This is an optimization exercise on Yosys and OpenROAD, whose aim is a short achievable clock period, not a production implementation.
In this exercise RTL edits were held to simulation tests only and were not proved equivalent to the original.
The flow treats the clock pin as an ideal source, which a real chip does not have.
Power figures rest on the tool's default switching activity, not on a simulated workload.

==> flow/design.v <==
package mips_pkg;
  typedef logic [31:0] word_t;
  typedef logic [4:0]  reg_addr_t;
  typedef logic [3:0]  alu_op_t;
  typedef logic [5:0]  opcode_t;
  typedef logic [5:0]  funct_t;
  typedef logic [5:0]  mem_addr_t;
  localparam int mem_depth = 64;
  localparam opcode_t op_rtype = 6'd0;
  localparam opcode_t op_lw    = 6'd35;
  localparam opcode_t op_sw    = 6'd43;
  localparam funct_t fn_add = 6'h20;
  localparam funct_t fn_sub = 6'h22;
  localparam funct_t fn_and = 6'h24;
  localparam funct_t fn_or  = 6'h25;
  localparam funct_t fn_nor = 6'h27;
  localparam funct_t fn_slt = 6'h2a;
  localparam alu_op_t alu_and = 4'd0;
  localparam alu_op_t alu_or  = 4'd1;
  localparam alu_op_t alu_add = 4'd2;
  localparam alu_op_t alu_sub = 4'd6;
  localparam alu_op_t alu_slt = 4'd7;
  localparam alu_op_t alu_nor = 4'd12;
  typedef union packed {
    struct packed {
      opcode_t   op;
      reg_addr_t rs;
      reg_addr_t rt;
      reg_addr_t rd;
      logic [4:0] shamt;
      funct_t    funct;
    } r;
    struct packed {
      opcode_t     op;
      reg_addr_t   rs;
      reg_addr_t   rt;
      logic [15:0] imm;
    } i;
  } instr_t;
endpackage
`timescale 1ns/1ps
module fetch_stage (
  input  logic                clk,
  input  logic                clr,
  input  logic                run,
  input  logic                load_we,
  input  logic                load_sel,
  input  mips_pkg::mem_addr_t load_addr,
  input  mips_pkg::word_t     load_data,
  output mips_pkg::word_t     pc,
  output logic [31:1]         f_rs_oh,
  output logic [31:1]         f_rt_oh,
  output logic                d_valid,
  output mips_pkg::instr_t    d_inst
);
  logic [31:2]           pc_q;
  logic [31:2]           pc_inc;
  mips_pkg::mem_addr_t   idx0;
  logic [63:0]           fsel2_q;
  logic [63:0]           fsel2;
  logic [63:0][31:0]     imem;
  mips_pkg::word_t       rd2;
  mips_pkg::word_t       w0;
  mips_pkg::word_t       w1;
  mips_pkg::word_t       w0e;
  mips_pkg::word_t       w1e;
  logic                  fresh;
  logic                  ld_imem;
  logic                  hit0;
  logic                  hit1;
  logic [31:1]           w0_rs_oh;
  logic [31:1]           w0_rt_oh;
  logic [31:1]           m0_rs_oh;
  logic [31:1]           m0_rt_oh;
  logic [31:1]           w1e_rs_oh;
  logic [31:1]           w1e_rt_oh;
  logic [31:1]           ld_rs_oh;
  logic [31:1]           ld_rt_oh;
  always_ff @(posedge clk or negedge clr) begin
    if (!clr) begin
      pc_q   <= '0;
      pc_inc <= 30'd1;
      idx0   <= '0;
    end else if (run) begin
      pc_q   <= pc_inc;
      pc_inc <= pc_inc + 30'd1;
      idx0   <= idx0 + 6'd1;
    end
  end
  assign pc = {pc_q, 2'b00};
  assign fsel2 = {fsel2_q[63:3], ~fsel2_q[2], fsel2_q[1:0]};
  always_ff @(posedge clk or negedge clr) begin
    if (!clr) begin
      fsel2_q <= '0;
    end else if (run) begin
      fsel2_q <= {fsel2[62:0], fsel2[63]} ^ 64'd4;
    end
  end
  assign ld_imem = !run && load_we && !load_sel;
  for (genvar i = 0; i < mips_pkg::mem_depth; i++) begin : g_imem
    always_ff @(posedge clk) begin
      if (ld_imem && load_addr == 6'(i)) begin
        imem[i] <= load_data;
      end
    end
  end
  for (genvar b = 0; b < 32; b++) begin : g_rd
    logic [63:0] col;
    for (genvar i = 0; i < mips_pkg::mem_depth; i++) begin : g_col
      assign col[i] = imem[i][b];
    end
    assign rd2[b] = |(col & fsel2);
  end
  always_ff @(posedge clk or negedge clr) begin
    if (!clr) begin
      fresh <= 1'b0;
    end else begin
      fresh <= 1'b1;
    end
  end
  assign w0e = fresh ? w0 : imem[0];
  assign w1e = fresh ? w1 : imem[1];
  assign hit0 = ld_imem && load_addr == idx0;
  assign hit1 = ld_imem && load_addr == pc_inc[7:2];
  always_ff @(posedge clk) begin
    if (run) begin
      w0 <= w1e;
      w1 <= rd2;
    end else begin
      w0 <= hit0 ? load_data : w0e;
      w1 <= hit1 ? load_data : w1e;
    end
  end
  for (genvar j = 1; j < 32; j++) begin : g_oh
    assign w1e_rs_oh[j] = w1e[25:21] == 5'(j);
    assign w1e_rt_oh[j] = w1e[20:16] == 5'(j);
    assign ld_rs_oh[j]  = load_data[25:21] == 5'(j);
    assign ld_rt_oh[j]  = load_data[20:16] == 5'(j);
  end
  assign f_rs_oh = fresh ? w0_rs_oh : m0_rs_oh;
  assign f_rt_oh = fresh ? w0_rt_oh : m0_rt_oh;
  always_ff @(posedge clk) begin
    if (run) begin
      w0_rs_oh <= w1e_rs_oh;
      w0_rt_oh <= w1e_rt_oh;
    end else begin
      w0_rs_oh <= hit0 ? ld_rs_oh : f_rs_oh;
      w0_rt_oh <= hit0 ? ld_rt_oh : f_rt_oh;
    end
    if (ld_imem && load_addr == 6'd0) begin
      m0_rs_oh <= ld_rs_oh;
      m0_rt_oh <= ld_rt_oh;
    end
  end
  always_ff @(posedge clk or negedge clr) begin
    if (!clr) begin
      d_valid <= 1'b0;
    end else begin
      d_valid <= run;
    end
  end
  always_ff @(posedge clk) begin
    d_inst <= w0e;
  end
endmodule
`timescale 1ns/1ps
module decode_stage (
  input  logic                clk,
  input  logic                clr,
  input  logic [31:1]         f_rs_oh,
  input  logic [31:1]         f_rt_oh,
  input  logic                d_valid,
  input  mips_pkg::instr_t    d_inst,
  input  logic [31:1]         wb_wr_oh,
  input  mips_pkg::word_t     wb_wdata_n,
  output logic                e_wreg,
  output logic                e_m2reg,
  output logic                e_wmem,
  output logic                e_sub,
  output logic                e_slt,
  output logic                e_logic,
  output logic [2:0]          e_lop,
  output mips_pkg::reg_addr_t e_dest,
  output mips_pkg::word_t     e_a,
  output mips_pkg::word_t     e_b,
  output logic [7:0]          e_imm
);
  logic                wreg;
  logic                m2reg;
  logic                wmem;
  logic                is_r;
  logic                is_lw;
  logic                is_sw;
  logic                fn_ok;
  logic [31:1]         d_rs_oh;
  logic [31:1]         d_rt_oh;
  logic                byp_a;
  logic                byp_b;
  logic [31:1][31:0]   regs;
  logic [31:1]         d_rs_sel;
  logic [31:1]         d_rt_sel;
  mips_pkg::word_t     qa;
  mips_pkg::word_t     qb;
  for (genvar i = 1; i < 32; i++) begin : g_rf
    always_ff @(posedge clk) begin
      if (wb_wr_oh[i]) begin
        regs[i] <= ~wb_wdata_n;
      end
    end
  end
  always_ff @(posedge clk) begin
    d_rs_oh <= f_rs_oh;
    d_rt_oh <= f_rt_oh;
  end
  assign d_rs_sel = d_rs_oh & ~wb_wr_oh;
  assign d_rt_sel = d_rt_oh & ~wb_wr_oh;
  assign byp_a    = |(d_rs_oh & wb_wr_oh);
  assign byp_b    = |(d_rt_oh & wb_wr_oh);
  for (genvar b = 0; b < 32; b++) begin : g_rd
    logic [31:1] col;
    for (genvar i = 1; i < 32; i++) begin : g_col
      assign col[i] = regs[i][b];
    end
    assign qa[b] = |(col & d_rs_sel) | (byp_a & !wb_wdata_n[b]);
    assign qb[b] = |(col & d_rt_sel) | (byp_b & !wb_wdata_n[b]);
  end
  assign is_r  = d_inst.r.op == mips_pkg::op_rtype;
  assign is_lw = d_inst.r.op == mips_pkg::op_lw;
  assign is_sw = d_inst.r.op == mips_pkg::op_sw;
  assign fn_ok = d_inst.r.funct == mips_pkg::fn_add || d_inst.r.funct == mips_pkg::fn_sub ||
                 d_inst.r.funct == mips_pkg::fn_and || d_inst.r.funct == mips_pkg::fn_or  ||
                 d_inst.r.funct == mips_pkg::fn_nor || d_inst.r.funct == mips_pkg::fn_slt;
  assign wreg  = d_valid && ((is_r && fn_ok) || is_lw);
  assign wmem  = d_valid && is_sw;
  assign m2reg = is_lw;
  always_ff @(posedge clk or negedge clr) begin
    if (!clr) begin
      e_wreg <= 1'b0;
      e_wmem <= 1'b0;
    end else begin
      e_wreg <= wreg;
      e_wmem <= wmem;
    end
  end
  always_ff @(posedge clk) begin
    e_m2reg <= m2reg;
    e_sub   <= d_inst.r.funct == mips_pkg::fn_sub || d_inst.r.funct == mips_pkg::fn_slt;
    e_slt   <= d_inst.r.funct == mips_pkg::fn_slt;
    e_logic <= d_inst.r.funct[2];
    e_lop   <= {d_inst.r.funct == mips_pkg::fn_nor, d_inst.r.funct == mips_pkg::fn_or,
                d_inst.r.funct == mips_pkg::fn_and};
    e_dest  <= is_lw ? d_inst.i.rt : d_inst.r.rd;
    e_a     <= qa;
    e_b     <= qb;
    e_imm   <= d_inst.i.imm[7:0];
  end
endmodule
`timescale 1ns/1ps
module pfx_add8 (
  input  logic [7:0] a,
  input  logic [7:0] b,
  output logic [7:0] s0,
  output logic [7:0] s1,
  output logic       gg,
  output logic       gp
);
  logic [7:0] x;
  logic [7:0] g [4];
  logic [7:0] p [4];
  assign x    = a ^ b;
  assign g[0] = a & b;
  assign p[0] = a | b;
  for (genvar k = 0; k < 3; k++) begin : g_lvl
    for (genvar i = 0; i < 8; i++) begin : g_bit
      if (i >= (1 << k)) begin : g_op
        assign g[k+1][i] = g[k][i] | (p[k][i] & g[k][i-(1<<k)]);
        assign p[k+1][i] = p[k][i] & p[k][i-(1<<k)];
      end else begin : g_pass
        assign g[k+1][i] = g[k][i];
        assign p[k+1][i] = p[k][i];
      end
    end
  end
  assign s0 = x ^ {g[3][6:0], 1'b0};
  assign s1 = x ^ {g[3][6:0] | p[3][6:0], 1'b1};
  assign gg = g[3][7];
  assign gp = p[3][7];
endmodule
module execute_stage (
  input  logic                clk,
  input  logic                clr,
  input  logic                e_wreg,
  input  logic                e_m2reg,
  input  logic                e_wmem,
  input  logic                e_sub,
  input  logic                e_slt,
  input  logic                e_logic,
  input  logic [2:0]          e_lop,
  input  mips_pkg::reg_addr_t e_dest,
  input  mips_pkg::word_t     e_a,
  input  mips_pkg::word_t     e_b,
  input  logic [7:0]          e_imm,
  output logic                m_wreg,
  output mips_pkg::reg_addr_t m_dest,
  output logic [31:1]         m_dest_oh,
  output logic [63:0]         m_rd_oh,
  output logic [63:0]         m_wr_oh,
  output logic                m_slt,
  output logic                m_sgn_diff,
  output logic                m_a31,
  output logic                m_t31_0,
  output logic                m_t31_1,
  output logic                m_c8,
  output logic [3:1]          m_gg,
  output logic [3:1]          m_gp,
  output mips_pkg::word_t     m_s0,
  output logic [31:8]         m_s1,
  output mips_pkg::word_t     m_lres,
  output mips_pkg::word_t     m_qb
);
  logic [31:0] add_s0;
  logic [31:0] add_s1;
  logic [31:0] sub_s0;
  logic [31:0] sub_s1;
  logic [3:0]  add_gg;
  logic [3:0]  add_gp;
  logic [3:0]  sub_gg;
  logic [3:0]  sub_gp;
  logic        c2;
  logic        c5;
  logic        lo_g;
  logic        lo_p;
  logic [2:0]  lo_s0;
  logic [2:0]  lo_s1;
  logic [2:0]  hi_s0;
  logic [2:0]  hi_s1;
  logic [7:0]  lo_oh;
  logic [7:0]  hi_oh;
  logic        is_arith;
  logic        do_add;
  logic        do_sub;
  for (genvar k = 0; k < 4; k++) begin : g_byte
    pfx_add8 u_add (.a(e_a[8*k+:8]), .b(e_b[8*k+:8]),  .s0(add_s0[8*k+:8]), .s1(add_s1[8*k+:8]),
                    .gg(add_gg[k]), .gp(add_gp[k]));
    pfx_add8 u_sub (.a(e_a[8*k+:8]), .b(~e_b[8*k+:8]), .s0(sub_s0[8*k+:8]), .s1(sub_s1[8*k+:8]),
                    .gg(sub_gg[k]), .gp(sub_gp[k]));
  end
  assign is_arith = !e_logic && !e_slt && !e_m2reg;
  assign do_add   = is_arith && !e_sub;
  assign do_sub   = is_arith && e_sub;
  assign c2    = (e_a[1] & e_imm[1]) | ((e_a[1] | e_imm[1]) & e_a[0] & e_imm[0]);
  assign lo_s0 = e_a[4:2] + e_imm[4:2];
  assign lo_s1 = e_a[4:2] + e_imm[4:2] + 3'd1;
  assign hi_s0 = e_a[7:5] + e_imm[7:5];
  assign hi_s1 = e_a[7:5] + e_imm[7:5] + 3'd1;
  assign lo_g  = (e_a[4] & e_imm[4]) | ((e_a[4] | e_imm[4]) & (e_a[3] & e_imm[3])) |
                 ((e_a[4] | e_imm[4]) & (e_a[3] | e_imm[3]) & (e_a[2] & e_imm[2]));
  assign lo_p  = (e_a[4] | e_imm[4]) & (e_a[3] | e_imm[3]) & (e_a[2] | e_imm[2]);
  assign c5    = lo_g | (lo_p & c2);
  for (genvar j = 0; j < 8; j++) begin : g_half
    assign lo_oh[j] = c2 ? (lo_s1 == 3'(j)) : (lo_s0 == 3'(j));
    assign hi_oh[j] = c5 ? (hi_s1 == 3'(j)) : (hi_s0 == 3'(j));
  end
  always_ff @(posedge clk or negedge clr) begin
    if (!clr) begin
      m_wreg  <= 1'b0;
      m_wr_oh <= '0;
    end else begin
      m_wreg  <= e_wreg;
      for (int j = 0; j < 64; j++) m_wr_oh[j] <= e_wmem && hi_oh[j/8] && lo_oh[j%8];
    end
  end
  always_ff @(posedge clk) begin
    m_dest     <= e_dest;
    for (int j = 1; j < 32; j++) m_dest_oh[j] <= (e_dest == 5'(j));
    for (int j = 0; j < 64; j++) m_rd_oh[j] <= e_m2reg && hi_oh[j/8] && lo_oh[j%8];
    m_slt      <= e_slt && !e_m2reg;
    m_sgn_diff <= e_a[31] ^ e_b[31];
    m_a31      <= e_a[31];
    m_t31_0    <= sub_s0[31];
    m_t31_1    <= sub_s1[31];
    m_c8       <= e_sub ? (sub_gg[0] | sub_gp[0]) : add_gg[0];
    m_gg       <= e_sub ? sub_gg[3:1] : add_gg[3:1];
    m_gp       <= e_sub ? sub_gp[3:1] : add_gp[3:1];
    m_s0[7:0]  <= ({8{do_add}} & add_s0[7:0]) | ({8{do_sub}} & sub_s1[7:0]);
    m_s0[31:8] <= ({24{do_add}} & add_s0[31:8]) | ({24{do_sub}} & sub_s0[31:8]);
    m_s1       <= ({24{do_add}} & add_s1[31:8]) | ({24{do_sub}} & sub_s1[31:8]);
    m_lres     <= ({32{e_lop[0] && !e_m2reg}} & (e_a & e_b)) |
                  ({32{e_lop[1] && !e_m2reg}} & (e_a | e_b)) |
                  ({32{e_lop[2] && !e_m2reg}} & ~(e_a | e_b));
    m_qb       <= e_b;
  end
endmodule
`timescale 1ns/1ps
module memory_stage (
  input  logic                clk,
  input  logic                clr,
  input  logic                run,
  input  logic                load_we,
  input  logic                load_sel,
  input  mips_pkg::mem_addr_t load_addr,
  input  mips_pkg::word_t     load_data,
  input  logic                m_wreg,
  input  mips_pkg::reg_addr_t m_dest,
  input  logic [31:1]         m_dest_oh,
  input  logic [63:0]         m_rd_oh,
  input  logic [63:0]         m_wr_oh,
  input  logic                m_slt,
  input  logic                m_sgn_diff,
  input  logic                m_a31,
  input  logic                m_t31_0,
  input  logic                m_t31_1,
  input  logic                m_c8,
  input  logic [3:1]          m_gg,
  input  logic [3:1]          m_gp,
  input  mips_pkg::word_t     m_s0,
  input  logic [31:8]         m_s1,
  input  mips_pkg::word_t     m_lres,
  input  mips_pkg::word_t     m_qb,
  output logic                wb_we,
  output mips_pkg::reg_addr_t wb_dest,
  output mips_pkg::word_t     wb_data,
  output logic [31:1]         wb_wr_oh,
  output mips_pkg::word_t     wb_wdata_n
);
  logic [63:0][31:0]   dmem;
  mips_pkg::word_t     mem_word;
  mips_pkg::word_t     wdat;
  logic                c16;
  logic                c24;
  logic                slt;
  mips_pkg::word_t     sum;
  mips_pkg::word_t     res;
  assign wdat = run ? m_qb : load_data;
  for (genvar i = 0; i < mips_pkg::mem_depth; i++) begin : g_dmem
    logic we;
    assign we = run ? m_wr_oh[i] : (load_we && load_sel && load_addr == 6'(i));
    always_ff @(posedge clk) begin
      if (we) begin
        dmem[i] <= wdat;
      end
    end
  end
  for (genvar b = 0; b < 32; b++) begin : g_rd
    logic [63:0] col;
    for (genvar i = 0; i < mips_pkg::mem_depth; i++) begin : g_col
      assign col[i] = dmem[i][b];
    end
    assign mem_word[b] = |(col & m_rd_oh);
  end
  assign c16 = m_gg[1] | (m_gp[1] & m_c8);
  assign c24 = m_gg[2] | (m_gp[2] & m_gg[1]) | (m_gp[2] & m_gp[1] & m_c8);
  assign sum = {c24 ? m_s1[31:24] : m_s0[31:24],
                c16 ? m_s1[23:16] : m_s0[23:16],
                m_c8 ? m_s1[15:8] : m_s0[15:8],
                m_s0[7:0]};
  assign slt = m_slt && (m_sgn_diff ? m_a31 : (c24 ? m_t31_1 : m_t31_0));
  assign res = mem_word | m_lres | sum | {31'd0, slt};
  always_ff @(posedge clk or negedge clr) begin
    if (!clr) begin
      wb_we    <= 1'b0;
      wb_wr_oh <= '0;
    end else begin
      wb_we    <= m_wreg;
      wb_wr_oh <= m_wreg ? m_dest_oh : '0;
    end
  end
  always_ff @(posedge clk) begin
    wb_dest    <= m_dest;
    wb_data    <= res;
    wb_wdata_n <= ~res;
  end
endmodule
`timescale 1ns/1ps
module mips_pipeline (
  input  logic                clk,
  input  logic                clr,
  input  logic                run,
  input  logic                load_we,
  input  logic                load_sel,
  input  mips_pkg::mem_addr_t load_addr,
  input  mips_pkg::word_t     load_data,
  output mips_pkg::word_t     pc,
  output logic                wb_we,
  output mips_pkg::reg_addr_t wb_dest,
  output mips_pkg::word_t     wb_data
);
  logic [31:1]         f_rs_oh;
  logic [31:1]         f_rt_oh;
  logic                d_valid;
  mips_pkg::instr_t    d_inst;
  logic                e_wreg;
  logic                e_m2reg;
  logic                e_wmem;
  logic                e_sub;
  logic                e_slt;
  logic                e_logic;
  logic [2:0]          e_lop;
  mips_pkg::reg_addr_t e_dest;
  mips_pkg::word_t     e_a;
  mips_pkg::word_t     e_b;
  logic [7:0]          e_imm;
  logic                m_wreg;
  mips_pkg::reg_addr_t m_dest;
  logic [31:1]         m_dest_oh;
  logic [63:0]         m_rd_oh;
  logic [63:0]         m_wr_oh;
  logic                m_slt;
  logic                m_sgn_diff;
  logic                m_a31;
  logic                m_t31_0;
  logic                m_t31_1;
  logic                m_c8;
  logic [3:1]          m_gg;
  logic [3:1]          m_gp;
  mips_pkg::word_t     m_s0;
  logic [31:8]         m_s1;
  mips_pkg::word_t     m_lres;
  mips_pkg::word_t     m_qb;
  logic [31:1]         wb_wr_oh;
  mips_pkg::word_t     wb_wdata_n;
  fetch_stage fetch_stage_inst (
    .clk, .clr, .run, .load_we, .load_sel, .load_addr, .load_data,
    .pc, .f_rs_oh, .f_rt_oh, .d_valid, .d_inst
  );
  decode_stage decode_stage_inst (
    .clk, .clr, .f_rs_oh, .f_rt_oh, .d_valid, .d_inst, .wb_wr_oh, .wb_wdata_n,
    .e_wreg, .e_m2reg, .e_wmem, .e_sub, .e_slt, .e_logic, .e_lop, .e_dest, .e_a, .e_b, .e_imm
  );
  execute_stage execute_stage_inst (
    .clk, .clr,
    .e_wreg, .e_m2reg, .e_wmem, .e_sub, .e_slt, .e_logic, .e_lop, .e_dest, .e_a, .e_b, .e_imm,
    .m_wreg, .m_dest, .m_dest_oh, .m_rd_oh, .m_wr_oh, .m_slt,
    .m_sgn_diff, .m_a31, .m_t31_0, .m_t31_1, .m_c8, .m_gg, .m_gp, .m_s0, .m_s1, .m_lres, .m_qb
  );
  memory_stage memory_stage_inst (
    .clk, .clr, .run, .load_we, .load_sel, .load_addr, .load_data,
    .m_wreg, .m_dest, .m_dest_oh, .m_rd_oh, .m_wr_oh, .m_slt,
    .m_sgn_diff, .m_a31, .m_t31_0, .m_t31_1, .m_c8, .m_gg, .m_gp, .m_s0, .m_s1, .m_lres, .m_qb,
    .wb_we, .wb_dest, .wb_data, .wb_wr_oh, .wb_wdata_n
  );
endmodule
==> flow/flow/run.sh <==
#!/bin/bash
# Standard ORFS layout with these changes:
# - at clock tree synthesis (see post_cts.tcl) the clock port drives the
#   tree's first level directly instead of through a root buffer, and timing
#   repair after CTS steps its target up in stages;
# - a few slow cells are kept out of synthesis and repair: the single-size
#   a222oi, the 4-high series stacks (or4, nor4, a2111, o2111) and the adder
#   cells, so abc builds those functions from faster gates.
set -euo pipefail
HERE=$(pwd)
PLAT_DU=$(make -s -C $FLOW_HOME DESIGN_CONFIG=$HERE/config.mk WORK_HOME=$HERE/orfs print-DONT_USE_CELLS 2>/dev/null | sed 's/^DONT_USE_CELLS = //')
EXTRA_DU="sky130_fd_sc_hd__a222oi_1 sky130_fd_sc_hd__or4_* sky130_fd_sc_hd__or4b_* sky130_fd_sc_hd__or4bb_*
 sky130_fd_sc_hd__nor4_* sky130_fd_sc_hd__nor4b_* sky130_fd_sc_hd__nor4bb_* sky130_fd_sc_hd__a2111oi_*
 sky130_fd_sc_hd__o2111ai_* sky130_fd_sc_hd__a2111o_* sky130_fd_sc_hd__o2111a_* sky130_fd_sc_hd__ha_*
 sky130_fd_sc_hd__fa_* sky130_fd_sc_hd__fah_*"
DU="$(echo $PLAT_DU $EXTRA_DU)"
echo "DONT_USE_CELLS = $DU" > $HERE/flow_dont_use.log
export POST_CTS_TCL=$HERE/flow/post_cts.tcl
export SETUP_SLACK_MARGIN=${SETUP_SLACK_MARGIN:-2.8}
bash standard.sh POST_CTS_TCL=$POST_CTS_TCL SKIP_CTS_REPAIR_TIMING=1 REMOVE_ABC_BUFFERS=1 \
  SETUP_SLACK_MARGIN=$SETUP_SLACK_MARGIN TNS_END_PERCENT=100 "DONT_USE_CELLS=$DU" finish > $HERE/flow_make.log 2>&1
==> flow/flow/post_cts.tcl <==
# Runs inside ORFS's cts.tcl after clock_tree_synthesis and detailed placement.

set block [ord::get_db_block]
set clknet [[$block findBTerm clk] getNet]
set cits [$clknet getITerms]
if {[llength $cits] == 1} {
  set root [[lindex $cits 0] getInst]
  set onet ""
  foreach it [$root getITerms] {
    if {[$it isOutputSignal]} { set onet [$it getNet] }
  }
  set sinks {}
  foreach it [$onet getITerms] {
    if {[$it getInst] != $root} { lappend sinks $it }
  }
  if {[llength $sinks] <= 4 && [llength [$onet getBTerms]] == 0} {
    puts "post_cts: removing root clock buffer [$root getName], [llength $sinks] loads move to the clock port"
    foreach it [$root getITerms] { if {[$it getNet] != "NULL"} { $it disconnect } }
    foreach it $sinks { $it disconnect; $it connect $clknet }
    odb::dbInst_destroy $root
    odb::dbNet_destroy $onet
  } else {
    puts "post_cts: root has [llength $sinks] loads, left as is"
  }
}

estimate_parasitics -placement
report_clock_latency

# Setup repair in steps towards the target margin, then hold
foreach m {1.5 2.0 2.3 2.6} {
  if {$m < $::env(SETUP_SLACK_MARGIN)} {
    repair_timing -setup -setup_margin $m -repair_tns 100 -match_cell_footprint -verbose
  }
}
repair_timing_helper

detailed_placement
check_placement -verbose
estimate_parasitics -placement
report_worst_slack -max
report_worst_slack -min
==> flow/standard.sh <==
#!/bin/bash
# synth_recipe.tcl (not shown) runs the flow's synth.tcl, then flattens the netlist and writes it again
# the make line also repeats each setting of config.mk as NAME=value (left out here)
make -C /OpenROAD-flow-scripts/flow DESIGN_CONFIG=/design/flow/config.mk WORK_HOME=/design/flow/orfs CLKGATE_MAP_FILE= SYNTH_SCRIPT=/design/flow/synth_recipe.tcl "${@:-finish}"
==> flow/config.mk <==
export PLATFORM = sky130hd
export DESIGN_NAME = mips_pipeline
export DESIGN_NICKNAME = mips_pipeline
export VERILOG_FILES = /design/flow/design.v
export SDC_FILE = /design/flow/constraint.sdc
export NUM_CORES = 4
export LEC_CHECK = 0
export CAP_MARGIN = 20
export CORE_MARGIN = 2
export CORE_UTILIZATION = 45
export SLEW_MARGIN = 20
==> flow/constraint.sdc <==
create_clock -name core_clock -period 5.0 [get_ports {clk}]
set_input_delay 1.0000 -clock core_clock [delete_from_list [all_inputs] [get_ports {clk}]]
set_output_delay 1.0000 -clock core_clock [all_outputs]
set_load 0.01 [all_outputs]
==> out/metrics.yaml, run 1 <==
rsz0062_at_grt: "true"
dr.pass1.iters: 13
setup_ws_ns: 2.46
whs_ns: 0.0768
drive_above_1_share: 0.251
finalClockSkew_ns: 0.0633
synthCells: 12900
path_common_cell: "nand4_1"
ys_warn_count: 7
initial_core_util: 0.452
start_kind: "register"
routed_wl_um: 1010000
seq_area_frac_synth: 0.782
die-area_mm2: 0.478
hold_class: "input port to async pin"
yosys_register_bits: 5772
grt_max_degree: 79
fin_nets: 14300
grt_pass1_wl_um: 1310000
antenna_found_initial: 83
crit_slowest_cell: "nand4_1"
pre_cts_ws_ns: 0.615
wl_per_cell_um: 48.0
synth_most_common_cell: "edfxtp_1"
critical_path.cell_chain: "buf_12 > a22oi_2 > nand4_1 > nor2_1 > nand4_1 > or2_4"
fp-row-count: 252
grt_pass1_vias: 145000
synth-edff-count: 4958
cts.sink_count: 5772
status: "finished clean"
areaGrowthSynthToFinish_pct: 22.7
finalSetupViolations: 0
ir_worst_vdd_mv: 0.373
async_flop_share: 0.0400
p_per_area_mw_per_mm2: 408
worst-setup-path-type: "register to register"
synth_ff_type: "edfxtp_1"
arrival_ns: 3.20
drc: 0
drt_iter0_markers: 34300
final_hold_viol_count: 0
syn_area_mm2: 0.213
cts_tree: "done"
critPathBufInv: 1
dp_hpwl_um: 552000
vias: 158000
cp-end-kind: "register"
die_w_um: 692
grt_usage: 0.405
crit_family: "simple AND/OR/NAND/NOR gates"
critPathMaxFanout: 6
overflow: 0
fmax_mhz: 394
period_share: 0.508
die_y_um: 692
clk_latency_ns: 0.83
io_pins: 113
maxCapViolCount: 0
synth.top_cell.area_share: 0.700
relSlewSlack: 0.215
vias_per_cell: 7.48
core_area_mm2: 0.471
place.gp.congestion: 0.975
clkTransAtPathRegs_ns: 0.06
cellLeakagePower_uw: 0.0863
period_needed_ns: 2.54
synth_area_leader_cell: "edfxtp_1"
synth_area_per_cell_um2: 16.5
cp_slowest_stage_delay_ns: 0.54
antenna_left: 0
required_ns: 5.66
port_buffers: 110
synth_cell_type_count: 69
tightestPinTransition_ns: 1.18
synth.area.top_cells: "edfxtp_1 (70%), a22oi_1 (8.0%), dfxtp_1 (5.5%), dfrtp_1 (2.7%), nand4_1 (2.0%)"
slew_violations: 0
ys_top_cells_by_count: "edfxtp_1 (4958), a22oi_1 (2271), nand4_1 (697)"
==> routing by layer <==
metal,GRT usage,up-vias,wire length [um]
li1,-,56000,-
met1,0.506,78100,319000
met2,0.553,18800,402000
met3,0.177,5016,188000
met4,0.307,58,102000
met5,0.00390,-,1080
==> cells in the final DEF (no fill, tap or decap), drive strengths merged, types with 51 or more instances in the layout <==
cell / n
dfrtp: 230
xnor2: 80
nand3: 56
mux2i: 123
clkbuf: 851
buf: 1580
inv: 139
o21ai: 284
nand2: 322
nor3: 218
a22oi: 2271
clkinv: 191
a21oi: 204
o22ai: 73
nor2: 384
edfxtp: 4958
a22o: 356
mux2: 232
diode: 81
and3: 107
nor2b: 94
nand4: 697
dfxtp: 583
and2: 51
a221oi: 286
==> report_power, final <==
group,internal (uW),switching [uW]
clock network,25700,19200
registers,53200,630
logic,2190,5480
total,81100,25300
==> logic make-up (layout without fill, tap and decap cells) <==
group	count (synthesis)	count (layout)	share of synthesized area
AO/OA/AOI/OAI	3629	3633	0.126
adder cells (fa/ha/maj)	29	29	0.00138
multiplexers	355	355	0.0181
flip-flops	5772	5772	0.782
AND/OR/NAND/NOR	2050	2050	0.0508
buffers and inverters	917	2834	0.0165
XOR/XNOR	122	122	0.00502
other	2	84	0.0000353
==> state kept, by name, summed over array words and instances (netlist names), 64 cells and up <==
signal                      count
decode_stage_inst.regs        992
execute_stage_inst.m_rd_oh     64
fetch_stage_inst.fsel2_q       64
memory_stage_inst.dmem       2048
fetch_stage_inst.imem        1856
execute_stage_inst.m_wr_oh     64
==> per-stage QoR <==
step                       util  power, uW  TNS [ns]  std cells  cell area, um2
after floorplan               -      57000  -1250.01      12100          210000
after global placement    0.482      60900         0      19100          227000
after detailed placement  0.482      61000         0      19100          227000
after global routing      0.554     108000         0      21000          261000
final                     0.554     106000         0      21100          261000
==> path summary, 6_finish.rpt <==
check	startpoint	endpoint	slack [ns]	cells past startpoint
max	execute_stage_inst.m_rd_oh[59]	memory_stage_inst.wb_data[29]	2.46	6
min in group core_clock	execute_stage_inst.m_dest[3]	memory_stage_inst.wb_dest[3]	0.33	0
max in group asynchronous	clr	fetch_stage_inst.fsel2_q[22]	3.72	2
min reg2reg	execute_stage_inst.m_dest[3]	memory_stage_inst.wb_dest[3]	0.33	0
min	clr	fetch_stage_inst.fsel2_q[11]	0.08	1
max reg2reg	execute_stage_inst.m_rd_oh[59]	memory_stage_inst.wb_data[29]	2.46	6
==> final cells by class <==
class / count / area (um2)
clock inverter: 272 / 2650
multi-input combinational: 6192 / 48000
sequential: 5772 / 167000
timing repair buffer: 1623 / 17900
fill: 36000 / 210000
antenna: 81 / 203
clock buffer: 823 / 16900
inverter: 116 / 465
tap: 6223 / 7790
==> inputs of run 2 (changes only) <==
--- a/flow/design.v
+++ b/flow/design.v
@@ -328,13 +328,7 @@
   logic [3:0]  sub_gp;
   logic        c2;
-  logic        c5;
-  logic        lo_g;
-  logic        lo_p;
-  logic [2:0]  lo_s0;
-  logic [2:0]  lo_s1;
-  logic [2:0]  hi_s0;
-  logic [2:0]  hi_s1;
-  logic [7:0]  lo_oh;
-  logic [7:0]  hi_oh;
+  logic [1:0]  eq2;
+  logic [1:0]  eq [8][2];
+  logic [63:0] hit;
   logic        is_arith;
   logic        do_add;
@@ -349,16 +343,19 @@
   assign do_add   = is_arith && !e_sub;
   assign do_sub   = is_arith && e_sub;
-  assign c2    = (e_a[1] & e_imm[1]) | ((e_a[1] | e_imm[1]) & e_a[0] & e_imm[0]);
-  assign lo_s0 = e_a[4:2] + e_imm[4:2];
-  assign lo_s1 = e_a[4:2] + e_imm[4:2] + 3'd1;
-  assign hi_s0 = e_a[7:5] + e_imm[7:5];
-  assign hi_s1 = e_a[7:5] + e_imm[7:5] + 3'd1;
-  assign lo_g  = (e_a[4] & e_imm[4]) | ((e_a[4] | e_imm[4]) & (e_a[3] & e_imm[3])) |
-                 ((e_a[4] | e_imm[4]) & (e_a[3] | e_imm[3]) & (e_a[2] & e_imm[2]));
-  assign lo_p  = (e_a[4] | e_imm[4]) & (e_a[3] | e_imm[3]) & (e_a[2] | e_imm[2]);
-  assign c5    = lo_g | (lo_p & c2);
-  for (genvar j = 0; j < 8; j++) begin : g_half
-    assign lo_oh[j] = c2 ? (lo_s1 == 3'(j)) : (lo_s0 == 3'(j));
-    assign hi_oh[j] = c5 ? (hi_s1 == 3'(j)) : (hi_s0 == 3'(j));
+  assign c2 = (e_a[1] & e_imm[1]) | ((e_a[1] | e_imm[1]) & e_a[0] & e_imm[0]);
+  assign eq2[1] = e_a[2] ^ e_imm[2] ^ c2;
+  assign eq2[0] = !eq2[1];
+  for (genvar i = 3; i < 8; i++) begin : g_eq
+    for (genvar kp = 0; kp < 2; kp++) begin : g_kp
+      logic cin;
+      assign cin = kp ? (e_a[i-1] & e_imm[i-1]) : (e_a[i-1] | e_imm[i-1]);
+      assign eq[i][kp][1] = e_a[i] ^ e_imm[i] ^ cin;
+      assign eq[i][kp][0] = !eq[i][kp][1];
+    end
+  end
+  for (genvar j = 0; j < 64; j++) begin : g_hit
+    assign hit[j] = eq2[j%2] && eq[3][j%2][(j/2)%2] && eq[4][(j/2)%2][(j/4)%2] &&
+                    eq[5][(j/4)%2][(j/8)%2] && eq[6][(j/8)%2][(j/16)%2] &&
+                    eq[7][(j/16)%2][(j/32)%2];
   end
   always_ff @(posedge clk or negedge clr) begin
@@ -368,5 +365,5 @@
     end else begin
       m_wreg  <= e_wreg;
-      for (int j = 0; j < 64; j++) m_wr_oh[j] <= e_wmem && hi_oh[j/8] && lo_oh[j%8];
+      m_wr_oh <= {64{e_wmem}} & hit;
     end
   end
@@ -374,5 +371,5 @@
     m_dest     <= e_dest;
     for (int j = 1; j < 32; j++) m_dest_oh[j] <= (e_dest == 5'(j));
-    for (int j = 0; j < 64; j++) m_rd_oh[j] <= e_m2reg && hi_oh[j/8] && lo_oh[j%8];
+    m_rd_oh <= {64{e_m2reg}} & hit;
     m_slt      <= e_slt && !e_m2reg;
     m_sgn_diff <= e_a[31] ^ e_b[31];
==> run 2 against run 1 <==
Against the previous run:
- critical endpoint is now wb_data[20]
- flip-flop and latch count unchanged
- still clean
- largest power group unchanged
- synthesized cell count is 0.39% higher
- worst setup slack better by 0.029 ns
- final area decreased by 1.3%
==> out/metrics.yaml, run 2 <==
seq_area_frac_synth: 0.782
cts.sink_count: 5772
crit_slowest_cell: "dfxtp_4"
worst-setup-path-type: "register to output pin"
largest_reg_flops: 2048
overflow: 0
async_flop_share: 0.0400
rsz0062_at_grt: "true"
ys_warn_count: 8
cp-end-kind: "output pin"
arrival_ns: 1.51
swShare: 0.241
cp_slowest_stage_delay_ns: 0.48
top_regs: "memory_stage_inst.dmem x2048, fetch_stage_inst.imem x1856, decode_stage_inst.regs x992"
cts_tree: "done"
grt_pass1_vias: 144000
sequentialPowerShare: 0.509
top_register: "memory_stage_inst.dmem"
utilization: 0.547
antenna_left: 0
fillers: 36400
core_area_mm2: 0.471
synthCells: 12900
final_hold_viol_count: 0
reg2reg_depth: 9
synth_most_common_cell: "edfxtp_1"
drive_above_1_share: 0.233
period_needed_ns: 2.51
hold_class: "input port to async pin"
syn_area_mm2: 0.213
fin_nets: 14200
tightestPinTransition_ns: 1.27
synth-edff-count: 4958
grt_max_degree: 89
grt_usage: 0.402
pre_cts_ws_ns: 0.781
clkTransAtPathRegs_ns: 0.06
routed_wl_um: 1000000
ys_top_cells_by_count: "edfxtp_1 (4958), a22oi_1 (2193), nand4_1 (686)"
start_kind: "register"
dr.pass1.iters: 12
pwr-share-comb: 0.070
fin_setup_tns_ns: 0
whs_ns: 0.184
fp-row-count: 252
die_y_um: 691
p_per_area_mw_per_mm2: 410
drt_iter0_markers: 33000
place.gp.congestion: 1.00
r2r-end: "decode_stage_inst.e_b[22]"
clkPwrFrac: 0.422
final_common_cell: "edfxtp_1"
synth.area.top_cells: "edfxtp_1 (70%), a22oi_1 (7.7%), dfxtp_1 (5.5%), dfrtp_1 (2.7%), nand4_1 (2.0%)"
switchingPower_uw: 25400
wl_per_cell_um: 47.8
finalClockSkew_ns: 0.113
drc: 0
synth_area_per_cell_um2: 16.5
synth_cell_type_count: 75
ir_worst_vdd_mv: 0.418
finalSetupViolations: 0
die_w_um: 691
period_share: 0.502
final_cell_mix: "edfxtp_1 (4958), a22oi_1 (2133), buf_4 (834), nand4_1 (686), clkbuf_16 (610)"
critical_path.cell_chain: "buf_6"
synth_ff_type: "edfxtp_1"
vias_per_cell: 7.47
critPathMaxFanout: 1
vias: 156000
io_pins: 113
p_int_uw: 80300
die-area_mm2: 0.478
status: "finished clean"
relSlewSlack: 0.153
maxCapViolCount: 0
clk_latency_ns: 0.90
synth.top_cell.area_share: 0.700
dp_hpwl_um: 551000
required_ns: 4.00
antenna_found_initial: 74
setup_ws_ns: 2.49
yosys_register_bits: 5772
grt_pass1_wl_um: 1290000
initial_core_util: 0.452
cellLeakagePower_uw: 0.0843
r2r_setup_slack_ns: 2.61
synth_area_leader_cell: "edfxtp_1"
port_buffers: 110
slew_violations: 0
r2r_start: "memory_stage_inst.wb_wr_oh[17]"
fmax_mhz: 399
crit_family: "flip-flops"
areaGrowthSynthToFinish_pct: 21.1
critPathBufInv: 1
-- run 2: changes by cell type after synthesis, sizes merged, moves of 15 or more --
| cell | before | now |
|---|---|---|
| a22oi | 2271 | 2193 |
| nor2 | 384 | 519 |
| o21ai | 281 | 296 |
| nor3b | 35 | 11 |
| clkbuf | 635 | 612 |
| nand2 | 322 | 355 |
| a22o | 356 | 378 |
| a221oi | 286 | 326 |
| and3 | 107 | 15 |
| a21oi | 204 | 188 |
-- run 2: final cells by class --
class / instances / area (um2) / share of cell area
flip-flops and latches: 5772 / 167000 / 0.648
clock inverters: 306 / 3250 / 0.0126
diodes: 68 / 170 / 0.000660
clock buffers: 787 / 16100 / 0.0627
multi-input cells: 6255 / 47300 / 0.184
well taps: 6223 / 7790 / 0.0302
inverters: 115 / 455 / 0.00177
repair buffers: 1403 / 15500 / 0.0601
-- run 2: power by group through the flow --
stage          Sequential, uW  Clock (uW)  Combinational [uW]
2_1_floorplan           54600           0                2400
3_3_place_gp            54900           0                5970
6_report                53800       44600                7370
3_5_place_dp            54900           0                6050
5_1_grt                 53800       46200                7240
-- run 2: worst register-to-register path, stage by stage (launching register included) --
cell	delay [ns]
dfrtp_2	0.42
buf_12	0.15
nor2b_4	0.43
buf_4	0.36
buf_6	0.40
a22o_1	0.25
a221oi_1	0.07
nand4_1	0.14
nor3_2	0.07
o21ai_2	0.06
-- run 2: worst max-delay path by stage --
stage	from	to	slack (ns)	depth (start not counted)
after floorplan	run	fetch_stage_inst.w0_rs_oh[19]	-1.74	6
after global placement	load_addr[1]	fetch_stage_inst.imem[976]	0.81	6
after detailed placement	load_addr[1]	fetch_stage_inst.m0_rt_oh[23]	0.78	5
after global routing	memory_stage_inst.wb_data[0]	wb_data[0]	2.51	1
final	memory_stage_inst.wb_data[20]	wb_data[20]	2.49	1
-- run 2: cell families (layout without fill, tap and decap cells) --
family                   after synthesis  after routing  share of synthesized area
AND/OR/NAND/NOR                     2133           2133                     0.0511
flip-flops                          5772           5772                      0.782
adder cells (fa/ha/maj)               28             28                    0.00137
XOR/XNOR                             127            127                    0.00523
AO/OA/AOI/OAI                       3615           3615                      0.126
other                                  2             71                  0.0000353
multiplexers                         349            349                     0.0178
buffers and inverters                900           2611                     0.0162
-- run 2: per-stage QoR --
step | area (um2) | power [uW] | std cells
global placement | 227000 | 60800 | 19200
floorplan | 210000 | 57000 | 12100
global route | 257000 | 107000 | 20900
detailed placement | 227000 | 60900 | 19200
finish | 258000 | 106000 | 20900
-- run 2: per-layer routing --
layer	vias up	global-route usage	routed length, um
met3	4768	0.175	186000
li1	55500	-	-
met5	-	0.00820	1360
met2	18500	0.555	400000
met1	77400	0.499	315000
met4	72	0.295	99100
==> inputs of run 3 (changes only) <==
--- a/flow/design.v
+++ b/flow/design.v
@@ -173,4 +173,6 @@
   input  mips_pkg::instr_t    d_inst,
   input  logic [31:1]         wb_wr_oh,
+  input  logic                m_wreg,
+  input  logic [31:1]         m_dest_oh,
   input  mips_pkg::word_t     wb_wdata_n,
   output logic                e_wreg,
@@ -193,6 +195,5 @@
   logic                is_sw;
   logic                fn_ok;
-  logic [31:1]         d_rs_oh;
-  logic [31:1]         d_rt_oh;
+  logic [31:1]         wr_nx;
   logic                byp_a;
   logic                byp_b;
@@ -209,12 +210,11 @@
     end
   end
+  assign wr_nx = m_wreg ? m_dest_oh : '0;
   always_ff @(posedge clk) begin
-    d_rs_oh <= f_rs_oh;
-    d_rt_oh <= f_rt_oh;
+    d_rs_sel <= f_rs_oh & ~wr_nx;
+    d_rt_sel <= f_rt_oh & ~wr_nx;
+    byp_a    <= |(f_rs_oh & wr_nx);
+    byp_b    <= |(f_rt_oh & wr_nx);
   end
-  assign d_rs_sel = d_rs_oh & ~wb_wr_oh;
-  assign d_rt_sel = d_rt_oh & ~wb_wr_oh;
-  assign byp_a    = |(d_rs_oh & wb_wr_oh);
-  assign byp_b    = |(d_rt_oh & wb_wr_oh);
   for (genvar b = 0; b < 32; b++) begin : g_rd
     logic [31:1] col;
@@ -522,5 +522,5 @@
   );
   decode_stage decode_stage_inst (
-    .clk, .clr, .f_rs_oh, .f_rt_oh, .d_valid, .d_inst, .wb_wr_oh, .wb_wdata_n,
+    .clk, .clr, .f_rs_oh, .f_rt_oh, .d_valid, .d_inst, .wb_wr_oh, .m_wreg, .m_dest_oh, .wb_wdata_n,
     .e_wreg, .e_m2reg, .e_wmem, .e_sub, .e_slt, .e_logic, .e_lop, .e_dest, .e_a, .e_b, .e_imm
   );
==> run 3 against run 2 <==
Against the previous run:
- total power is 0.22% lower
- die area is 0.22% lower
- worst setup slack worse by 0.089 ns
- final cell count is 1.1% higher
- critical path depth is 11 higher
- highest routed layer unchanged
==> out/metrics.yaml, run 3 <==
synth_area_per_cell_um2: 16.4
relSlewSlack: 0.202
synth.area.top_cells: "edfxtp_1 (70%), a22oi_1 (8.0%), dfxtp_1 (5.5%), dfrtp_1 (2.7%), nand4_1 (2.0%)"
rsz0062_at_grt: "true"
finalClockSkew_ns: 0.117
drive_above_1_share: 0.239
antenna_found_initial: 89
start_kind: "input port"
top_regs: "memory_stage_inst.dmem x2048, fetch_stage_inst.imem x1856, decode_stage_inst.regs x992"
cts.sink_count: 5774
cellLeakagePower_uw: 0.0865
initial_core_util: 0.451
dr.pass1.iters: 15
fin_nets: 14300
critPathBufInv: 9
ys_warn_count: 8
dp_cells: 19100
multi_input_comb_area_mm2: 0.0467
port_buffers: 110
period_needed_ns: 2.60
cts_tree: "done"
crit_family: "buffers and inverters"
syn_area_mm2: 0.212
die_y_um: 691
grt_pass1_wl_um: 1320000
core_area_mm2: 0.470
synth.top_cell.area_share: 0.702
use_met3: 0.185
critPathMaxFanout: 16
drc: 0
tightestPinTransition_ns: 1.20
die_w_um: 691
critical_path.cell_chain: "buf_16 > and3b_2 > buf_6 > buf_6 > nand3_4 > buf_6 > buf_6 > buf_12 > buf_4 > o21ai_4 > buf_12 > buf_16"
synth-edff-count: 4958
met2_usage: 0.563
top_register: "memory_stage_inst.dmem"
place.gp.congestion: 0.928
final_cell_count_no_fill: 21100
async_flop_share: 0.0400
final_common_cell: "edfxtp_1"
grt_max_degree: 99
fmax_mhz: 385
slew_violations: 0
areaGrowthSynthToFinish_pct: 24.1
clk_latency_ns: 0.91
cp_slowest_stage_delay_ns: 0.36
fin_setup_tns_ns: 0
ir_worst_vdd_mv: 0.433
period_share: 0.520
seqCellArea_mm2: 0.167
grt_pass1_vias: 145000
synth_most_common_cell: "edfxtp_1"
grt_usage: 0.411
routed_wl_um: 1060000
worst-setup-path-type: "input port to register"
seq_area_frac_synth: 0.784
met1_usage: 0.502
clkTransAtPathRegs_ns: 0.06
fp-row-count: 252
synth_cell_type_count: 78
vias_per_cell: 7.65
crit_slowest_cell: "and3b_2"
largest_reg_flops: 2048
synth_area_leader_cell: "edfxtp_1"
wl_per_cell_um: 50.3
finalSetupViolations: 0
p_per_area_mw_per_mm2: 400
final_cell_mix: "edfxtp_1 (4958), a22oi_1 (2206), clkbuf_16 (706), nand4_1 (692), buf_4 (597)"
yosys_register_bits: 5774
arrival_ns: 3.13
status: "finished clean"
final_hold_viol_count: 0
drt_iter0_markers: 37800
overflow: 0
dp_hpwl_um: 522000
hold_class: "input port to async pin"
path_common_cell: "buf_6"
synth_ff_type: "edfxtp_1"
io_pins: 113
required_ns: 5.53
fillers: 35500
die-area_mm2: 0.477
antenna_left: 0
busiest_layer: "met2"
utilization: 0.560
whs_ns: 0.0677
cp-end-kind: "register"
maxCapViolCount: 0
vias: 162000
synthCells: 13000
ys_top_cells_by_count: "edfxtp_1 (4958), a22oi_1 (2271), nand4_1 (692)"
## run 3: cell count changes after synthesis, sizes merged, moves of 61 or more
cell / change
a22o: -91
a22oi: +78
nor2: +129
nor2b: -70
o21ai: -76
or3: +61
## run 3: final cells by class
class,instances,area share
sequential,5774,0.635
timing repair buffer,1527,0.0824
inverter,148,0.00215
clock buffer,773,0.0605
tap,6223,0.0296
clock inverter,311,0.0122
multi-input combinational,6263,0.177
antenna,130,0.00124
## run 3: layer usage
layer	vias up	share of wire	routed length, um
met1	79800	0.30	324000
met2	20200	0.39	415000
met3	5697	0.19	205000
met4	83	0.11	116000
li1	55900	-	-
met5	-	0.0028	3030
## run 3: power breakdown
part	switching, uW	leakage [uW]	internal (uW)
Clock	19800	0.00929	24900
Combinational	4690	0.0254	1880
Sequential	1180	0.0519	53100
## run 3: final timing paths
kind,from,slack [ns],endpoint,depth (start not counted)
setup / recovery,run,2.40,memory_stage_inst.dmem[1880],12
max in group asynchronous,clr,3.77,memory_stage_inst.wb_wr_oh[21],2
min in group core_clock,execute_stage_inst.m_dest[2],0.31,memory_stage_inst.wb_dest[2],0
hold / removal,clr,0.07,fetch_stage_inst.fsel2_q[42],1
hold reg to reg,execute_stage_inst.m_dest[2],0.31,memory_stage_inst.wb_dest[2],0
setup reg to reg,execute_stage_inst.m_rd_oh[12],2.42,memory_stage_inst.wb_wdata_n[24],7
## run 3: worst reg2reg max path, cell delays in order, from the launching register on
cell,delay (ns)
dfxtp_4,0.43
buf_8,0.20
a22oi_2,0.29
nand4_1,0.16
nor2_2,0.20
nand4_1,0.63
or2_4,0.52
inv_1,0.07
## run 3: kinds of logic after synthesis
kind of cell,count (synthesis),synth area share
AO/OA/AOI/OAI,3547,0.124
XOR/XNOR,128,0.00528
adder cells (fa/ha/maj),30,0.00147
buffers and inverters,920,0.0166
flip-flops,5774,0.784
multiplexers,337,0.0171
other,2,0.0000354
AND/OR/NAND/NOR,2217,0.0518
## run 3: through the flow
step	power, uW	cell area (um2)	setup slack (ns)
after global routing	107000	263000	2.44
after global placement	60500	225000	0.558
after floorplan	56900	209000	-2.42
after detailed placement	60600	225000	0.619
final	105000	263000	2.40
==> inputs of run 4 (changes only) <==
--- a/flow/design.v
+++ b/flow/design.v
@@ -173,6 +173,4 @@
   input  mips_pkg::instr_t    d_inst,
   input  logic [31:1]         wb_wr_oh,
-  input  logic                m_wreg,
-  input  logic [31:1]         m_dest_oh,
   input  mips_pkg::word_t     wb_wdata_n,
   output logic                e_wreg,
@@ -195,5 +193,6 @@
   logic                is_sw;
   logic                fn_ok;
-  logic [31:1]         wr_nx;
+  logic [31:1]         d_rs_oh;
+  logic [31:1]         d_rt_oh;
   logic                byp_a;
   logic                byp_b;
@@ -210,11 +209,12 @@
     end
   end
-  assign wr_nx = m_wreg ? m_dest_oh : '0;
   always_ff @(posedge clk) begin
-    d_rs_sel <= f_rs_oh & ~wr_nx;
-    d_rt_sel <= f_rt_oh & ~wr_nx;
-    byp_a    <= |(f_rs_oh & wr_nx);
-    byp_b    <= |(f_rt_oh & wr_nx);
+    d_rs_oh <= f_rs_oh;
+    d_rt_oh <= f_rt_oh;
   end
+  assign d_rs_sel = d_rs_oh & ~wb_wr_oh;
+  assign d_rt_sel = d_rt_oh & ~wb_wr_oh;
+  assign byp_a    = |(d_rs_oh & wb_wr_oh);
+  assign byp_b    = |(d_rt_oh & wb_wr_oh);
   for (genvar b = 0; b < 32; b++) begin : g_rd
     logic [31:1] col;
@@ -522,5 +522,5 @@
   );
   decode_stage decode_stage_inst (
-    .clk, .clr, .f_rs_oh, .f_rt_oh, .d_valid, .d_inst, .wb_wr_oh, .m_wreg, .m_dest_oh, .wb_wdata_n,
+    .clk, .clr, .f_rs_oh, .f_rt_oh, .d_valid, .d_inst, .wb_wr_oh, .wb_wdata_n,
     .e_wreg, .e_m2reg, .e_wmem, .e_sub, .e_slt, .e_logic, .e_lop, .e_dest, .e_a, .e_b, .e_imm
   );
--- a/flow/flow/run.sh
+++ b/flow/flow/run.sh
@@ -4,4 +4,6 @@
 #   tree's first level directly instead of through a root buffer, and timing
 #   repair after CTS steps its target up in stages;
+# - after global placement (see post_gpl.tcl) each flip-flop that drives
+#   only an output port's buffer is placed next to that buffer;
 # - a few slow cells are kept out of synthesis and repair: the single-size
 #   a222oi, the 4-high series stacks (or4, nor4, a2111, o2111) and the adder
@@ -17,5 +19,6 @@
 echo "DONT_USE_CELLS = $DU" > $HERE/flow_dont_use.log
 export POST_CTS_TCL=$HERE/flow/post_cts.tcl
+export POST_GLOBAL_PLACE_TCL=$HERE/flow/post_gpl.tcl
 export SETUP_SLACK_MARGIN=${SETUP_SLACK_MARGIN:-2.8}
-bash standard.sh POST_CTS_TCL=$POST_CTS_TCL SKIP_CTS_REPAIR_TIMING=1 REMOVE_ABC_BUFFERS=1 \
+bash standard.sh POST_CTS_TCL=$POST_CTS_TCL POST_GLOBAL_PLACE_TCL=$POST_GLOBAL_PLACE_TCL SKIP_CTS_REPAIR_TIMING=1 REMOVE_ABC_BUFFERS=1 \
   SETUP_SLACK_MARGIN=$SETUP_SLACK_MARGIN TNS_END_PERCENT=100 "DONT_USE_CELLS=$DU" finish > $HERE/flow_make.log 2>&1
==> flow/flow/post_gpl.tcl (new file) <==
# Place each flip-flop that drives an output port's buffer next to that buffer,
# so that the long wire lies on the flop's input side, not on the output path.
set block [ord::get_db_block]
set moved 0
foreach bt [$block getBTerms] {
  if {[$bt getIoType] != "OUTPUT"} { continue }
  set pnet [$bt getNet]
  if {$pnet == "NULL"} { continue }
  set buf ""
  foreach it [$pnet getITerms] { if {[$it isOutputSignal]} { set buf [$it getInst] } }
  if {$buf == ""} { continue }
  set inet ""
  foreach it [$buf getITerms] { if {[$it isInputSignal]} { set inet [$it getNet] } }
  if {$inet == "" || $inet == "NULL"} { continue }
  set ff ""
  foreach it [$inet getITerms] { if {[$it isOutputSignal]} { set ff [$it getInst] } }
  if {$ff == ""} { continue }
  if {![string match "*df*" [[$ff getMaster] getName]]} { continue }
  # only when the flop drives nothing but this buffer
  if {[llength [$inet getITerms]] != 2} { continue }
  set loc [$buf getLocation]
  $ff setLocation [lindex $loc 0] [lindex $loc 1]
  incr moved
}
puts "post_gpl: moved $moved output flip-flops next to their port buffers"
==> run 4 against run 3 <==
Against the previous run:
- critical path depth is 6 lower
- critical path type is now register to register
- largest power group unchanged
- clock power is 0.9% lower
- still clean
- worst hold slack better by 0.063 ns
- critical endpoint is now memory_stage_inst.wb_data[24]
- utilization is 0.74 points lower
- via count is 2.6% lower
==> out/metrics.yaml, run 4 <==
status: "finished clean"
vias: 158000
arrival_ns: 3.15
cp_slowest_stage_delay_ns: 0.46
top_regs: "memory_stage_inst.dmem x2048, fetch_stage_inst.imem x1856, decode_stage_inst.regs x992"
largest_reg_flops: 2048
cp-end-kind: "register"
synth_xor_area_frac: 0.00523
cts.sink_count: 5772
drc: 0
antenna_left: 0
grt_pass1_wl_um: 1310000
fin_setup_tns_ns: 0
synth_area_per_cell_um2: 16.5
synth_ff_type: "edfxtp_1"
overflow: 0
fillers: 36200
clk_latency_ns: 0.91
final_cell_mix: "edfxtp_1 (4958), a22oi_1 (2124), buf_4 (898), nand4_1 (686), clkbuf_16 (619)"
initial_core_util: 0.452
fin_nets: 14300
tightestPinTransition_ns: 1.27
r2r_setup_slack_ns: 2.53
die_w_um: 691
top_register: "memory_stage_inst.dmem"
die_y_um: 691
synthMuxAreaShare: 0.0178
synth_area_leader_cell: "edfxtp_1"
die-area_mm2: 0.478
fmax_mhz: 404
yosys_register_bits: 5772
finalSetupViolations: 0
dp_cells: 19200
reg2reg_depth: 6
cts_tree: "done"
stdcell_area_mm2: 0.260
grt_pass1_vias: 145000
cellLeakagePower_uw: 0.0854
drt_iter0_markers: 34100
period_share: 0.495
vias_per_cell: 7.47
required_ns: 5.68
post_dp_cell_area_mm2: 0.227
routed_wl_um: 1020000
dr.max_layer_used: "met5"
async_flop_share: 0.0400
crit_slowest_cell: "or2_4"
start_kind: "register"
wl_met3_um: 190000
maxCapViolCount: 0
finalClockSkew_ns: 0.118
hold_class: "input port to async pin"
period_needed_ns: 2.47
wl_met1_um: 319000
whs_ns: 0.131
synth-edff-count: 4958
p_per_area_mw_per_mm2: 405
drive_above_1_share: 0.241
final_common_cell: "edfxtp_1"
synth_compound_area_frac: 0.126
clkTransAtPathRegs_ns: 0.06
final_hold_viol_count: 0
synthCells: 12900
synth-simple-area-share: 0.0511
dr_wl_met2_um: 405000
dp_hpwl_um: 551000
synth_most_common_cell: "edfxtp_1"
critical_path.cell_chain: "buf_8 > a22oi_1 > nand4_1 > nor2_4 > nand4_1 > or2_4"
critPathMaxFanout: 31
ys_warn_count: 8
r2r_start: "execute_stage_inst.m_rd_oh[62]"
yosys.area_share.adder: 0.00137
fp-row-count: 252
slew_violations: 0
grt_usage: 0.405
rsz0062_at_grt: "true"
core_area_mm2: 0.471
path_common_cell: "nand4_1"
io_pins: 113
grt_max_degree: 89
final_cell_count_no_fill: 21100
ys_top_cells_by_count: "edfxtp_1 (4958), a22oi_1 (2193), nand4_1 (686)"
r2r-end: "memory_stage_inst.wb_data[24]"
synth_top_family_by_area: "compound AO/OA/AOI/OAI gates"
antenna_found_initial: 78
synth.area.top_cells: "edfxtp_1 (70%), a22oi_1 (7.7%), dfxtp_1 (5.5%), dfrtp_1 (2.7%), nand4_1 (2.0%)"
ir_worst_vdd_mv: 0.417
port_buffers: 110
areaGrowthSynthToFinish_pct: 22.3
syn_area_mm2: 0.213
wl_per_cell_um: 48.1
seq_area_frac_synth: 0.782
relSlewSlack: 0.153
worst-setup-path-type: "register to register"
critPathLaunch: "execute_stage_inst.m_rd_oh[62]"
dr.pass1.iters: 17
synth.top_cell.area_share: 0.700
synth_cell_type_count: 75
[run 4: how the worst max path moves through the flow]
stage | cells after the start | end
floorplan | 6 | fetch_stage_inst.w0_rs_oh[19]
global placement | 6 | fetch_stage_inst.imem[976]
detailed placement | 5 | fetch_stage_inst.m0_rt_oh[23]
global route | 1 | pc[14]
finish | 6 | memory_stage_inst.wb_data[24]
[run 4: per-stage QoR]
stage	utilization	worst slack (ns)	total power (uW)
finish	0.552	2.53	105000
global route	0.552	2.58	107000
detailed placement	0.482	0.768	60900
global placement	0.482	0.809	60800
floorplan	-	-1.74	57000
[run 4: area by class of cell]
class                   instances  area, um2  area share
diodes                         88        220    0.000847
well taps                    6223       7790      0.0299
flip-flops and latches       5772     167000       0.642
repair buffers               1556      17900      0.0687
clock inverters               280       2890      0.0111
inverters                     115        465     0.00179
multi-input cells            6256      47600       0.183
clock buffers                 801      16300      0.0626
[run 4: critical path, delay by kind of cell, from the launching register on]
| family | cells | cell delay, ns |
|---|---|---|
| flip-flops | 1 | 0.34 |
| buffers and inverters | 1 | 0.23 |
| AND/OR/NAND/NOR | 4 | 1.28 |
| AO/OA/AOI/OAI | 1 | 0.28 |
[run 4: cell families (layout without fill, tap and decap cells)]
family,count (synthesis),count (layout)
mux,349,349
buf+inv,900,2752
simple gates,2133,2134
compound gates,3615,3615
other cells,2,91
xor+xnor,127,127
flops,5772,5772
fa+ha+maj,28,28
[run 4: where the power goes]
part           switching [uW]  total [uW]  leakage, uW  internal (uW)
registers                 586       53700       0.0517          53100
logic                    5440        7470       0.0244           2030
clock network           19600       44200      0.00934          24700
[run 4: metal layers]
layer,GRT usage,vias to the layer above
met5,0.00640,-
met4,0.297,74
met3,0.185,4840
met2,0.558,18500
met1,0.501,78200
li1,-,55900

separate check: timing with driven ports:
No port has a modelled driver above. Below, the same layouts with a new extraction and two added sets of constraints.
Step 1 (the two cells are an assumption about what drives the block):
set clk [get_ports {clk}]
set_driving_cell -lib_cell sky130_fd_sc_hd__clkbuf_16 $clk
set_driving_cell -lib_cell sky130_fd_sc_hd__buf_2 [delete_from_list [all_inputs] $clk]
Step 2, shift: input delay + t, output delay - t, t = (earliest + latest rising clock arrival at the registers) / 2. This alone moves slack from input paths to output paths.
Three values: ideal, step 1, step 2; two values: the first two.
run | t (ns) | setup WS [ns] | hold WS [ns] | latest minus earliest clock arrival (ns) | worst data-port slew with drivers (ns)
run 1 | 1.035 | 2.462 / 2.390 / 1.714 | 0.077 / -0.074 / 0.332 | 0.072 / 0.074 | 0.28
run 2 | 1.071 | 2.491 / 2.253 / 1.309 | 0.184 / 0.002 / 0.332 | 0.137 / 0.135 | 0.79
run 3 | 1.099 | 2.402 / 2.229 / 1.172 | 0.068 / -0.127 / 0.313 | 0.131 / 0.129 | 0.70
run 4 | 1.097 | 2.527 / 2.337 / 1.326 | 0.131 / -0.062 / 0.331 | 0.126 / 0.125 | 0.74
After both steps setup and hold are still met in every run listed. The setup slack of run 3, which loses most, moves by -0.173 ns with the drivers and by -1.230 ns with both steps.
